This design comes from an exercise in tuning for small area, a short achievable clock period and few clock cycles per item on the open sky130 flow, not from production work. Function was checked by simulation only, so behaviour that the tests miss may differ from the original. No activity file was given, so power comes from the tool's default toggle rates.

Design zone_map_range_pruner, start of the top module:
module zone_map_range_pruner (
  input  logic                          clk,
  input  logic                          rst,
  input  logic                          psel,
  input  logic                          penable,
  input  logic                          pwrite,
  input  logic [zmrp_pkg::ADDR_W-1:0]   paddr,
  input  logic [zmrp_pkg::DATA_W-1:0]   pwdata,
  output logic [zmrp_pkg::DATA_W-1:0]   prdata,
  output logic                          pready,
  input  logic                          ranges_valid,
  output logic                          ranges_ready,
  input  logic [zmrp_pkg::KEY_W-1:0]    ranges_range_min_key,
  input  logic [zmrp_pkg::KEY_W-1:0]    ranges_range_max_key,
  input  logic                          ranges_min_known,
  input  logic                          ranges_max_known,
  input  logic                          ranges_min_incl,
  input  logic                          ranges_max_incl,
  input  logic                          ranges_type_conflict,
  input  logic                          ranges_meta_present,
  input  logic                          ranges_meta_current,
  input  logic                          ranges_pred_compatible,
  input  logic [zmrp_pkg::PAGE_W-1:0]   ranges_page_span,
  output logic                          results_valid,
  input  logic                          results_ready,
  output logic                          results_pruned,
  output logic [zmrp_pkg::REASON_W-1:0] results_reason_code,
  output logic [zmrp_pkg::RCNT_W-1:0]   results_ranges_pruned_total,
  output logic [zmrp_pkg::RCNT_W-1:0]   results_ranges_scanned_total,
  output logic [zmrp_pkg::PSUM_W-1:0]   results_pages_pruned_total,
  output logic [zmrp_pkg::PSUM_W-1:0]   results_pages_scanned_total,
  output logic                          results_any_pruned_flag
);
Size: ~2600 cells after synthesis, ~480 I/O pins.
Settings: LEC_CHECK=0, CAP_MARGIN=20, CORE_MARGIN=2, CORE_UTILIZATION=40, SETUP_SLACK_MARGIN=2.6, SLEW_MARGIN=20; clock period 5.0 ns.
standard.sh (not shown) runs the stock make flow with config.mk's settings and CLKGATE_MAP_FILE= SYNTH_SCRIPT=/design/flow/synth_recipe.tcl, a recipe that flattens the netlist after the stock synthesis.
==> flow/flow/run.sh <==
#!/bin/bash
# Layout flow: the standard synthesis, then the combinational logic is
# mapped again by ABC for delay (the registers stay as the standard synthesis
# made them, with the same names and cells), then the standard ORFS layout
# with the port buffers made of plain buf_1 cells.
set -euo pipefail
WORK=$(pwd)
R=$WORK/orfs/results/sky130hd/zone_map_range_pruner/base
PORTBUF="BUFFER_PORTS_ARGS=-buffer_cell sky130_fd_sc_hd__buf_1"
DELAY_PS=$(cat flow/abc_delay_ps)

# 1. standard synthesis, up to the Yosys netlist
bash standard.sh "$PORTBUF" "$R/1_2_yosys.v" > standard_synth.log 2>&1
cp "$R/1_2_yosys.v" "$R/1_2_yosys_standard.v"

# 2. map the combinational logic again, registers kept as they are
LIB=$FLOW_HOME/platforms/sky130hd/lib/sky130_fd_sc_hd__tt_025C_1v80.lib
SEQ=$(grep -oE 'cell \("?sky130_fd_sc_hd__(df|edf|sdf|dl|sdl|ebuf|einv|lpflow|conb)[a-z0-9_]*' "$LIB" \
      | sed 's/cell ("\{0,1\}//' | sort -u | tr '\n' ' ')
DONT=$(grep -oE 'sky130_fd_sc_hd__[a-z0-9_]+' "$FLOW_HOME/platforms/sky130hd/config.mk" \
       | sort -u | sed 's/^/-dont_use /' | tr '\n' ' ')
cat > resynth.ys <<EOS
read_liberty -ignore_miss_func $LIB
blackbox $SEQ
read_verilog $R/1_2_yosys_standard.v
hierarchy -top $FLOW_TOP
flatten
opt_clean
abc -liberty $LIB $DONT -script +strash;dch,-f;map,-D,$DELAY_PS;topo;buffer,-p;upsize,-D,$DELAY_PS;dnsize,-D,$DELAY_PS
opt_clean -purge
hilomap -singleton -hicell sky130_fd_sc_hd__conb_1 HI -locell sky130_fd_sc_hd__conb_1 LO
splitnets
opt_clean -purge
insbuf -buf sky130_fd_sc_hd__buf_4 A X
select $FLOW_TOP
write_verilog -noattr -noexpr -nohex -nodec -selected $R/1_2_yosys.v
select -clear
stat -liberty $LIB
EOS
yosys -s resynth.ys > resynth.log 2>&1
touch "$R/1_2_yosys.v"

# 3. the standard layout from the new netlist
EXTRA=()
if [[ -f flow/pre_resize.tcl ]]; then EXTRA+=("PRE_RESIZE_TCL=$WORK/flow/pre_resize.tcl"); fi
if [[ -f flow/make_vars ]]; then while read -r v; do [[ -n "$v" ]] && EXTRA+=("$v"); done < flow/make_vars; fi
bash standard.sh "$PORTBUF" "${EXTRA[@]}" finish > standard_layout.log 2>&1
==> flow/flow/abc_delay_ps <==
1500
==> flow/flow/pre_resize.tcl <==
set_max_fanout 12 [current_design]
Testbench counts at the start, summed over its fixed seeds: cycles 16,064, items 16,000.
Then changed:
--- a/flow/flow/run.sh
+++ b/flow/flow/run.sh
@@ -42,6 +42,3 @@
 
 # 3. the standard layout from the new netlist
-EXTRA=()
-if [[ -f flow/pre_resize.tcl ]]; then EXTRA+=("PRE_RESIZE_TCL=$WORK/flow/pre_resize.tcl"); fi
-if [[ -f flow/make_vars ]]; then while read -r v; do [[ -n "$v" ]] && EXTRA+=("$v"); done < flow/make_vars; fi
-bash standard.sh "$PORTBUF" "${EXTRA[@]}" finish > standard_layout.log 2>&1
+bash standard.sh "$PORTBUF" finish > standard_layout.log 2>&1
Settings changed: SETUP_SLACK_MARGIN 2.6 to not set.
removed: flow/flow/pre_resize.tcl
Die area does not change.
Power falls by 5.1%.
Fmax goes down by 19%.
Synthesized cell count is unchanged.
First-iteration DRC count grows by 2.1%.
Routed wire length drops by 12%.
Sequential cell count does not change.
Cell count fell by 5.3%.
Via count drops by 6.9%.
Hold slack got worse by 0.0087 ns.
Design area shrinks by 16%.
Then changed:
--- a/flow/flow/run.sh
+++ b/flow/flow/run.sh
@@ -42,3 +42,6 @@
 
 # 3. the standard layout from the new netlist
-bash standard.sh "$PORTBUF" finish > standard_layout.log 2>&1
+EXTRA=()
+if [[ -f flow/pre_resize.tcl ]]; then EXTRA+=("PRE_RESIZE_TCL=$WORK/flow/pre_resize.tcl"); fi
+if [[ -f flow/make_vars ]]; then while read -r v; do [[ -n "$v" ]] && EXTRA+=("$v"); done < flow/make_vars; fi
+bash standard.sh "$PORTBUF" "${EXTRA[@]}" finish > standard_layout.log 2>&1
==> flow/flow/pre_resize.tcl (new file) <==
set_max_fanout 12 [current_design]
Settings changed: CORE_UTILIZATION 40 to 60, SETUP_SLACK_MARGIN set to 2.0.
What happened: The new run passed the timing, design-rule and antenna checks. Clock-buffer cell count goes down by 1. Die area goes down by a quarter to a third. Setup slack gets better by 0.44 ns. Routed wire length goes up slightly. Worst hold slack gets worse by 0.046 ns. Clock power goes down by a few percent.
Then changed:
Settings changed: CORE_UTILIZATION 60 to 40, SETUP_SLACK_MARGIN 2.0 to 3.0.
=> The new run ran to the end with no violations; combinational power climbs by a quarter to a third; power climbs by a few percent; wire length climbs by about a fifth; clock power climbs by a few percent; die area climbs by well over a third; register-to-register slack improved by 0.17 ns; global-route usage drops by 9.2 points.

## static timing again, ports no longer ideal
The flow's constraints put no driver on any port. The routed layouts listed below were extracted and timed again, unchanged, in two steps. Step 1: set_driving_cell puts a clkbuf_16 on clk and a buf_2 on each other input, an assumption about the parent block. Step 2 also shifts input and output timing later by t, the mid clock arrival at the registers, as if the neighbouring blocks saw the same clock. a / b / c = ideal ports / drivers / drivers and shift; a / b = the first two.
run	t, ns	setup slack, ns	clock arrival spread, ns
the first run	0.629	2.228 / 2.167 / 1.633	0.019 / 0.019
the second run	0.613	1.596 / 1.537 / 1.210	0.017 / 0.016
the third run	0.579	2.039 / 1.979 / 1.509	0.015 / 0.015
the fourth run	0.627	2.219 / 2.163 / 1.628	0.021 / 0.021
After both steps every run listed still meets setup and hold. For the first run, which loses most, drivers alone change the setup slack by -0.061 ns; drivers and shift together by -0.595 ns.
